Source: an optimization exercise on an open RTL-to-GDS flow (aim: small area and a short achievable clock period). Production flows keep margins and buffers that such runs may drop. Only simulation tests tie the RTL to the original design; equivalence was not proved. Power is estimated from default activity; no workload was simulated.

**design/flow/run.sh**
```bash
#!/bin/bash
# synth_recipe.tcl (not shown) runs the flow's synth.tcl, then flattens the netlist and writes it again
# the make line also repeats each setting of config.mk as NAME=value (left out here)
make -C /OpenROAD-flow-scripts/flow DESIGN_CONFIG=/design/flow/config.mk WORK_HOME=/design/flow/orfs CLKGATE_MAP_FILE= SYNTH_SCRIPT=/design/flow/synth_recipe.tcl finish
```
**design/flow/config.mk**
```make
export PLATFORM = sky130hd
export DESIGN_NAME = rv_step_core
export DESIGN_NICKNAME = rv_step_core
export VERILOG_FILES = /design/flow/design.v
export SDC_FILE = /design/flow/constraint.sdc
export NUM_CORES = 4
export LEC_CHECK = 0
export CAP_MARGIN = 20
export CORE_MARGIN = 2
export CORE_UTILIZATION = 40
export SLEW_MARGIN = 20
```
**design/flow/constraint.sdc**
```tcl
create_clock -name core_clock -period 10.0 [get_ports {clk}]
set_input_delay 2.0000 -clock core_clock [delete_from_list [all_inputs] [get_ports {clk}]]
set_output_delay 2.0000 -clock core_clock [all_outputs]
set_load 0.01 [all_outputs]
```
**design/flow/design.v**
```verilog
`timescale 1ns/10ps
module fetch_unit (
  input  logic        clk,
  input  logic        rst,
  input  logic        step,
  input  logic        take_branch,
  input  logic [31:0] branch_offset,
  output logic [5:0]  pc
);
  logic [5:0] pc_inc;
  assign pc_inc = take_branch ? branch_offset[7:2] : 6'd1;
  always_ff @(posedge clk) begin
    if (rst) begin
      pc <= '0;
    end else if (step) begin
      pc <= pc + pc_inc;
    end
  end
endmodule
`timescale 1ns/10ps
module register_bank (
  input  logic        clk,
  input  logic        write_en,
  input  logic [4:0]  rs1,
  input  logic [4:0]  rs2,
  input  logic [4:0]  rd,
  input  logic [4:0]  mon_addr,
  input  logic [31:0] write_data,
  output logic [31:0] rs1_data,
  output logic [31:0] rs2_data,
  output logic [31:0] mon_data
);
  logic [31:0] regs [32];
  always_ff @(posedge clk) begin
    if (write_en && rd != '0) begin
      regs[rd] <= write_data;
    end
  end
  assign rs1_data = (rs1 == '0) ? '0 : regs[rs1];
  assign rs2_data = (rs2 == '0) ? '0 : regs[rs2];
  assign mon_data = (mon_addr == '0) ? '0 : regs[mon_addr];
endmodule
`timescale 1ns/10ps
module decode_unit (
  input  logic        clk,
  input  logic        step,
  input  logic [31:0] inst,
  input  logic [31:0] alu_result,
  input  logic [31:0] load_data,
  input  logic [4:0]  mon_addr,
  output logic [31:0] mon_reg_data,
  output logic [31:0] rs1_data,
  output logic [31:0] rs2_data,
  output logic [31:0] ctrl_imm,
  output logic [3:0]  alu_sel,
  output logic        alu_src,
  output logic        is_branch,
  output logic [2:0]  funct3,
  output logic        mem_read,
  output logic        mem_write,
  output logic [31:0] imm_out
);
  localparam REG_COUNT  = 32;
  localparam DMEM_WORDS = 32;
  localparam IMEM_WORDS = 64;
  localparam REG_AW     = 5;
  localparam DMEM_AW    = 5;
  localparam IMEM_AW    = 6;
  localparam MON_AW     = REG_AW + 1;
  localparam [6:0] OP_REG    = 7'b0110011;
  localparam [6:0] OP_IMM    = 7'b0010011;
  localparam [6:0] OP_LOAD   = 7'b0000011;
  localparam [6:0] OP_STORE  = 7'b0100011;
  localparam [6:0] OP_BRANCH = 7'b1100011;
  localparam [3:0] ALU_ADD  = 4'd0;
  localparam [3:0] ALU_SUB  = 4'd1;
  localparam [3:0] ALU_SLL  = 4'd2;
  localparam [3:0] ALU_SLT  = 4'd3;
  localparam [3:0] ALU_SLTU = 4'd4;
  localparam [3:0] ALU_XOR  = 4'd5;
  localparam [3:0] ALU_SRL  = 4'd6;
  localparam [3:0] ALU_SRA  = 4'd7;
  localparam [3:0] ALU_OR   = 4'd8;
  localparam [3:0] ALU_AND  = 4'd9;
  logic [6:0]  opcode;
  logic [4:0]  rs1;
  logic [4:0]  rs2;
  logic [4:0]  rd;
  logic        reg_write;
  logic [31:0] imm;
  logic [31:0] write_data;
  assign opcode = inst[6:0];
  assign rd     = inst[11:7];
  assign rs1    = inst[19:15];
  assign rs2    = inst[24:20];
  assign funct3 = inst[14:12];
  function automatic logic [3:0] alu_map(input logic [2:0] f3, input logic alt,
                                         input logic is_reg);
    case (f3)
      3'd0:    alu_map = (is_reg && alt) ? ALU_SUB : ALU_ADD;
      3'd1:    alu_map = ALU_SLL;
      3'd2:    alu_map = ALU_SLT;
      3'd3:    alu_map = ALU_SLTU;
      3'd4:    alu_map = ALU_XOR;
      3'd5:    alu_map = alt ? ALU_SRA : ALU_SRL;
      3'd6:    alu_map = ALU_OR;
      default: alu_map = ALU_AND;
    endcase
  endfunction
  always_comb begin
    imm       = '0;
    reg_write = 1'b0;
    alu_sel   = ALU_ADD;
    alu_src   = 1'b0;
    is_branch = 1'b0;
    mem_read  = 1'b0;
    mem_write = 1'b0;
    case (opcode)
      OP_REG: begin
        reg_write = 1'b1;
        alu_sel   = alu_map(inst[14:12], inst[30], 1'b1);
      end
      OP_IMM: begin
        reg_write = 1'b1;
        alu_src   = 1'b1;
        alu_sel   = alu_map(inst[14:12], inst[30], 1'b0);
        imm       = {{20{inst[31]}}, inst[31:20]};
      end
      OP_LOAD: begin
        reg_write = 1'b1;
        alu_src   = 1'b1;
        mem_read  = 1'b1;
        imm       = {{20{inst[31]}}, inst[31:20]};
      end
      OP_STORE: begin
        alu_src   = 1'b1;
        mem_write = 1'b1;
        imm       = {{20{inst[31]}}, inst[31:25], inst[11:7]};
      end
      OP_BRANCH: begin
        is_branch = 1'b1;
        alu_sel   = ALU_SUB;
        imm = {{19{inst[31]}}, inst[31], inst[7], inst[30:25], inst[11:8], 1'b0};
      end
      default: begin
        reg_write = 1'b0;
      end
    endcase
  end
  assign ctrl_imm   = imm;
  assign imm_out    = imm;
  assign write_data = mem_read ? load_data : alu_result;
  register_bank u_regs (
    .clk        (clk),
    .write_en   (step && reg_write),
    .rs1        (rs1),
    .rs2        (rs2),
    .rd         (rd),
    .mon_addr   (mon_addr),
    .write_data (write_data),
    .rs1_data   (rs1_data),
    .rs2_data   (rs2_data),
    .mon_data   (mon_reg_data)
  );
endmodule
`timescale 1ns/10ps
module execute_unit (
  input  logic [31:0] rs1_data,
  input  logic [31:0] rs2_data,
  input  logic [31:0] imm,
  input  logic [3:0]  alu_sel,
  input  logic        alu_src,
  input  logic        is_branch,
  input  logic [2:0]  funct3,
  output logic [31:0] alu_result,
  output logic        take_branch
);
  localparam REG_COUNT  = 32;
  localparam DMEM_WORDS = 32;
  localparam IMEM_WORDS = 64;
  localparam REG_AW     = 5;
  localparam DMEM_AW    = 5;
  localparam IMEM_AW    = 6;
  localparam MON_AW     = REG_AW + 1;
  localparam [6:0] OP_REG    = 7'b0110011;
  localparam [6:0] OP_IMM    = 7'b0010011;
  localparam [6:0] OP_LOAD   = 7'b0000011;
  localparam [6:0] OP_STORE  = 7'b0100011;
  localparam [6:0] OP_BRANCH = 7'b1100011;
  localparam [3:0] ALU_ADD  = 4'd0;
  localparam [3:0] ALU_SUB  = 4'd1;
  localparam [3:0] ALU_SLL  = 4'd2;
  localparam [3:0] ALU_SLT  = 4'd3;
  localparam [3:0] ALU_SLTU = 4'd4;
  localparam [3:0] ALU_XOR  = 4'd5;
  localparam [3:0] ALU_SRL  = 4'd6;
  localparam [3:0] ALU_SRA  = 4'd7;
  localparam [3:0] ALU_OR   = 4'd8;
  localparam [3:0] ALU_AND  = 4'd9;
  logic [31:0] op_a;
  logic [31:0] op_b;
  logic [4:0]  shamt;
  logic        lt_signed;
  logic        lt_unsigned;
  logic        equal;
  assign op_a  = rs1_data;
  assign op_b  = alu_src ? imm : rs2_data;
  assign shamt = op_b[4:0];
  always_comb begin
    case (alu_sel)
      ALU_ADD:  alu_result = op_a + op_b;
      ALU_SUB:  alu_result = op_a - op_b;
      ALU_SLL:  alu_result = op_a << shamt;
      ALU_SLT:  alu_result = {31'b0, $signed(op_a) < $signed(op_b)};
      ALU_SLTU: alu_result = {31'b0, op_a < op_b};
      ALU_XOR:  alu_result = op_a ^ op_b;
      ALU_SRL:  alu_result = op_a >> shamt;
      ALU_SRA:  alu_result = $signed(op_a) >>> shamt;
      ALU_OR:   alu_result = op_a | op_b;
      ALU_AND:  alu_result = op_a & op_b;
      default:  alu_result = '0;
    endcase
  end
  assign equal       = rs1_data == rs2_data;
  assign lt_signed   = $signed(rs1_data) < $signed(rs2_data);
  assign lt_unsigned = rs1_data < rs2_data;
  always_comb begin
    take_branch = 1'b0;
    if (is_branch) begin
      case (funct3)
        3'b000:  take_branch = equal;
        3'b001:  take_branch = !equal;
        3'b100:  take_branch = lt_signed;
        3'b101:  take_branch = !lt_signed;
        3'b110:  take_branch = lt_unsigned;
        3'b111:  take_branch = !lt_unsigned;
        default: take_branch = 1'b0;
      endcase
    end
  end
endmodule
`timescale 1ns/10ps
module data_memory (
  input  logic        clk,
  input  logic        step,
  input  logic [31:0] rs2_data,
  input  logic        mem_read,
  input  logic        mem_write,
  input  logic [31:0] alu_result,
  output logic [31:0] load_data,
  input  logic [4:0]  mon_addr,
  output logic [31:0] mon_data
);
  logic [31:0] mem [32];
  logic [4:0]  word_idx;
  assign word_idx = alu_result[6:2];
  always_ff @(posedge clk) begin
    if (step && mem_write) begin
      mem[word_idx] <= rs2_data;
    end
  end
  assign load_data = mem_read ? mem[word_idx] : '0;
  assign mon_data  = mem[mon_addr];
endmodule
`timescale 1ns/10ps
module monitor_port (
  input  logic        clk,
  input  logic        rst,
  input  logic        wb_cyc,
  input  logic        wb_stb,
  input  logic [5:0]  wb_adr,
  input  logic [31:0] reg_data,
  input  logic [31:0] mem_data,
  output logic [4:0]  reg_addr,
  output logic [4:0]  mem_addr,
  output logic [31:0] wb_dat,
  output logic        wb_ack
);
  logic sel_mem;
  assign sel_mem  = wb_adr[5];
  assign reg_addr = wb_adr[4:0];
  assign mem_addr = wb_adr[4:0];
  always_ff @(posedge clk) begin
    if (rst) begin
      wb_ack <= 1'b0;
    end else begin
      wb_ack <= wb_cyc && wb_stb && !wb_ack;
    end
  end
  always_ff @(posedge clk) begin
    wb_dat <= sel_mem ? mem_data : reg_data;
  end
endmodule
`timescale 1ns/10ps
module rv_step_core (
  input  logic        clk,
  input  logic        rst,
  input  logic        step,
  output logic [5:0]  imem_addr,
  input  logic [31:0] imem_data,
  input  logic        wb_cyc,
  input  logic        wb_stb,
  input  logic [5:0]  wb_adr,
  output logic [31:0] wb_dat,
  output logic        wb_ack
);
  logic [31:0] alu_result;
  logic [31:0] load_data;
  logic [31:0] imm_out;
  logic        take_branch;
  logic [4:0]  mon_reg_addr;
  logic [4:0]  mon_mem_addr;
  logic [31:0] mon_reg_data;
  logic [31:0] mon_mem_data;
  logic [31:0] rs1_data;
  logic [31:0] rs2_data;
  logic [31:0] ctrl_imm;
  logic [3:0]  alu_sel;
  logic        alu_src;
  logic        is_branch;
  logic [2:0]  funct3;
  logic        mem_read;
  logic        mem_write;
  fetch_unit u_fetch (
    .clk           (clk),
    .rst           (rst),
    .step          (step),
    .take_branch   (take_branch),
    .branch_offset (imm_out),
    .pc            (imem_addr)
  );
  decode_unit u_decode (
    .clk          (clk),
    .step         (step),
    .inst         (imem_data),
    .alu_result   (alu_result),
    .load_data    (load_data),
    .mon_addr     (mon_reg_addr),
    .mon_reg_data (mon_reg_data),
    .rs1_data     (rs1_data),
    .rs2_data     (rs2_data),
    .ctrl_imm     (ctrl_imm),
    .alu_sel      (alu_sel),
    .alu_src      (alu_src),
    .is_branch    (is_branch),
    .funct3       (funct3),
    .mem_read     (mem_read),
    .mem_write    (mem_write),
    .imm_out      (imm_out)
  );
  execute_unit u_execute (
    .rs1_data    (rs1_data),
    .rs2_data    (rs2_data),
    .imm         (ctrl_imm),
    .alu_sel     (alu_sel),
    .alu_src     (alu_src),
    .is_branch   (is_branch),
    .funct3      (funct3),
    .alu_result  (alu_result),
    .take_branch (take_branch)
  );
  data_memory u_dmem (
    .clk        (clk),
    .step       (step),
    .rs2_data   (rs2_data),
    .mem_read   (mem_read),
    .mem_write  (mem_write),
    .alu_result (alu_result),
    .load_data  (load_data),
    .mon_addr   (mon_mem_addr),
    .mon_data   (mon_mem_data)
  );
  monitor_port u_monitor (
    .clk      (clk),
    .rst      (rst),
    .wb_cyc   (wb_cyc),
    .wb_stb   (wb_stb),
    .wb_adr   (wb_adr),
    .reg_data (mon_reg_data),
    .mem_data (mon_mem_data),
    .reg_addr (mon_reg_addr),
    .mem_addr (mon_mem_addr),
    .wb_dat   (wb_dat),
    .wb_ack   (wb_ack)
  );
endmodule
```
==> notes.md <==
Run status
The flow ran to the end and the layout has no timing, DRC or antenna violations.

Yosys
The average cell area after synthesis is about 14 um^2. The mapped netlist covers about 0.12 mm^2. Summing the areas of all compound-gate instances in the mapped netlist gives approximately a tenth of the synthesized area. After Yosys synthesis, and, or, nand and nor cells account for under 10% of the synthesized area.

The part of the Yosys area used for sequential elements is between 50% and 60%. The number of library cell types mapped by synthesis is around 120. The number of flops mapped to enable cells by yosys is roughly 2000. The area share of the leading cell type in the synthesized netlist is between 50% and 60%. The cell type contributing the most total cell area after synthesis is edfxtp_1. Counting flops and latches in the post-synthesis netlist gives 2087. The count of warnings emitted by yosys is 6. In the synthesized netlist the dominant register cell turns out to be edfxtp_1.

The share of flip-flops with an asynchronous set or reset is 0%. Of the total synthesized cell area, the portion taken by full adders, half adders and majority gates is under 10%. The synthesized netlist devotes less than 1% of its cell area to XOR and XNOR gates.

The number of instances in the synthesized netlist is 8434. After synthesis, the largest family of logic cells by area is multiplexers. Of the post-synthesis cell area, the part taken by muxes is 24.2%. After synthesis, the cell types taking the most area are edfxtp_1 53%, mux4_2 15%, mux2i_1 7.4%.

Power and ir drop
The part of the total power dissipated in combinational logic is between 20% and 30%. In this run the power density over the cells is between 200 and 250 mW/mm^2. Net switching is about 34% of the power. The part of the power in registers is 38.9%. Across the VDD grid, the largest voltage drop is 167 uV. The cell-internal power is approximately 0.018 W. The total net switching power is 0.00896 W.

In this run the static leakage power is 45.2 nW. The part of the total power dissipated in the clock network is about a third. The total power is 0.0267 W.

Critical path
Data arrives at the worst endpoint at 10090 ps. Across all register-to-register paths, the minimum setup slack is roughly 2200 ps. STA classifies the critical path startpoint as a primary input.

The highest net fanout along the worst path is 44. The kind of end point of the critical path is a flip-flop. The startpoint of the most critical register-to-register path is u_decode.u_regs.regs[24][0]. The worst register-to-register path ends at u_decode.u_regs.regs[31][25]. For the worst setup path, the data required time is roughly 11000 ps. The count of cells along the worst register-to-register path is 16.

The critical path is of the primary input to flip-flop type.

Cells and area
The filler cells instantiated in the layout total 24900. At the end of the flow, the number of nets in the layout was 8826. The area used by multi-input combinational logic is 0.0506 mm^2.

The post-route netlist has 23.0% of its cells at a drive strength greater than 1. From synthesis to final layout, the design area changed by 14.2%. The post-layout instance area is around 0.13 mm^2. The area occupied by registers is between 0.06 and 0.07 mm^2.

Global route
Entering global routing, the biggest net connects roughly 120 pins. The number of antenna violations at the first check in global routing is 33. The total routing usage reported by global routing is between 30% and 40%.

The via count of the first global-routing pass is approximately 84000. The total overflow left after global routing is 0. The first global-routing pass estimated between 600 and 700 mm of wire.

Floorplan
The die covers 0.293 mm^2. 82 I/O pins were placed. In this run the vertical extent of the chip is between 500 and 600 um. The starting density of the core is approximately 40%. The die is 541 um wide. The row count is approximately 200.

The core outline area is between 0.2 and 0.3 mm^2.

Clock tree
The clock tree root buffer cell is clkbuf_16. The clock reaches the later pin of the worst-skew pair after 930 ps. Hold repair after CTS inserted 0 buffers. The setup fix buffers added after clock tree synthesis is 0. Clock tree synthesis inserted a total of 229 buffers.

Gates resized during post-CTS repair numbered 0. Counting along the longest clock path gives a buffer depth of 4. TritonCTS built the clock tree.

The clock drives about 2100 sinks. The level count of the clock H-tree is 4. The clock slew at the register clock pins of the worst setup and hold paths is about 60 ps.

Detailed routing
The per-cell routed wire length is between 30 and 40 um. The first detailed-routing pass took 6 iterations. The average vias per placed instance is about 7.0. The total via count in the routed design is between 80000 and 90000. The routed wire length is between 400 and 500 mm. The number of DRC markers after the initial detailed-route iteration is between 15000 and 20000.

The number of design rule violations left after detail routing is 0. The number of routed nets with antenna violations is 0.

STA
The final-report max-slew violation count is 0. Subtracting the final worst setup slack from the clock period gives slightly above 9000 ps. At the pin with the least slew margin, the transition time is between 1000 and 1500 ps. In the finished design, the share of the clock period the worst path needs comes to about 94%.

Across the routed clock network, the largest skew measured is between 80 and 90 ps. Timing would allow up to about 110 MHz. The number of hold violations in the final report is 0. The final-report setup violation count is 0. Setup repair after global routing left no endpoint under its margin. The relative max-transition margin is 17.9%.

Min path
The instance count along the most critical hold path is 1. The endpoint with the worst hold slack is u_monitor.wb_ack. The startpoint identified for the worst hold timing path is u_monitor.wb_ack. The min-delay analysis places its worst path in the category flip-flop to flip-flop.

Placement
The wire-length estimate of the detail-placed layout is 312 mm. The count of buffers inserted at the top-level ports is a little over 80. At the end of routability-driven placement, the weighted congestion stood at about 1. Once placement finished, the instance area stood at ~0.12 mm^2.

Job
The number of maximum-capacitance constraint violations is 0.
## worst max-delay path by stage
stage / start / to / depth (start not counted)
after floorplan: imem_data[22] / u_decode.u_regs.regs[0][0] / 25
after global placement: imem_data[15] / u_decode.u_regs.regs[26][25] / 25
after detailed placement: imem_data[15] / u_decode.u_regs.regs[11][31] / 26
after CTS: imem_data[15] / u_decode.u_regs.regs[11][31] / 26
after global routing: imem_data[15] / u_decode.u_regs.regs[20][31] / 26
final: imem_data[15] / u_decode.u_regs.regs[8][31] / 26
## area by class of cell
| class | instances | share of cell area [%] |
|---|---|---|
| antenna | 16 | 0.0303 |
| clock buffer | 271 | 4.56 |
| multi-input combinational | 5537 | 38.3 |
| tap | 3781 | 3.58 |
| sequential | 2087 | 47.2 |
| clock inverter | 141 | 1.02 |
| inverter | 156 | 0.445 |
| timing repair buffer | 635 | 4.85 |
## worst max-delay path, stage by stage
cell and delay (ps):
buf_8 430, buf_12 320, buf_12 320, mux4_2 590, a22oi_1 250, nand4_1 310
nand3_1 410, buf_4 330, inv_1 160, ha_1 430, o21bai_1 270, o41ai_1 110
o21ba_2 340, a31oi_1 130, buf_4 220, o21ai_0 360, a31oi_1 250, a2111oi_0 710
nor3_1 190, o311ai_0 480, xor2_1 180, nand2_1 70, a21oi_1 350, buf_4 250
a31o_2 250, buf_12 220
## stage by stage
step                      setup WS [ps]  utilization [%]  instances  hold slack [ps]  TNS (ps)
after CTS                           973             45.9      12600              424         0
final                               647             45.9      12600              418         0
after detailed placement           64.2             43.3      12200              414         0
after global placement             -400             43.2      12200              408    -12770
after global routing                520             45.9      12600              442         0
after floorplan                    77.9                -       8465              466         0
## logic make-up (layout without fill, tap and decap cells)
logic type / count (synthesis) / count (layout)
other cells: 1 / 48
fa+ha+maj: 137 / 137
flops: 2087 / 2087
xor+xnor: 19 / 19
compound gates: 1853 / 1853
mux: 1797 / 1797
simple gates: 1699 / 1699
buf+inv: 841 / 1203
## sequential cells by signal, indices dropped and copies added (netlist names)
register and cells:
u_decode.u_regs.regs 1024, u_dmem.mem 1024, u_monitor.wb_dat 32, u_fetch.pc 6, u_monitor.wb_ack 1
## cells in the mapped netlist, types with 143 or more instances
cell         n
o21ai_0    301
o221ai_1   159
mux2_2     161
inv_1      143
mux4_2     777
nand3_1    201
nand2_1    687
clkbuf_1   353
mux2i_1    854
nor2_1     358
buf_1      150
o22ai_1    266
edfxtp_1  2048
a21oi_1    570
## placed cells by master (no fill, tap or decap), drive strengths merged, types with 134 or more instances in the layout
cell / instances
edfxtp: 2048
mux4: 777
a21oi: 574
o21ai: 306
mux2i: 854
buf: 567
ha: 134
mux2: 166
o221ai: 159
nand2: 689
nor2: 361
clkbuf: 272
nand3: 201
nor3: 141
inv: 165
o22ai: 268
## metal layers
layer	part of all wire (%)	up-vias	GRT usage [%]	wire length, um
li1	-	34600	-	-
met1	37	45200	43.4	181000
met2	43	7121	48.3	213000
met3	13	1347	8.73	65300
met4	6.4	20	17.7	31400
met5	0.028	-	0	138
## power by group through the flow
stage          Sequential, W  Clock, W  Combinational (W)
6_report              0.0104   0.00852            0.00779
3_5_place_dp          0.0106         0            0.00754
2_1_floorplan         0.0106         0            0.00399
3_3_place_gp          0.0106         0            0.00750
4_1_cts               0.0104   0.00856            0.00756
5_1_grt               0.0104   0.00887            0.00801

-- afterwards: timing with drivers on the ports --
No port has a modelled driver above. Below, the same layout with a new extraction and two added sets of constraints.
Step 1 (the two cells are an assumption about what drives the block):
set clk [get_ports {clk}]
set_driving_cell -lib_cell sky130_fd_sc_hd__clkbuf_16 $clk
set_driving_cell -lib_cell sky130_fd_sc_hd__buf_2 [delete_from_list [all_inputs] $clk]
Step 2, shift: input delay + t, output delay - t, t = (earliest + latest rising clock arrival at the registers) / 2. This alone moves slack from input paths to output paths.
Three values: no drivers, after step 1, after step 2; two values: the first two.
t, ns: 0.978
slack for setup (ns): 0.647 / 0.694 / -0.284
clock arrival spread, ns: 0.088 / 0.088
worst data-port slew with drivers (ns): 0.12
pins driven straight from the clock port: 1
With both steps, setup timing fails in this run, where it was met with ideal ports. For this run, drivers alone change the setup slack by +0.047 ns; drivers and shift together by -0.931 ns.
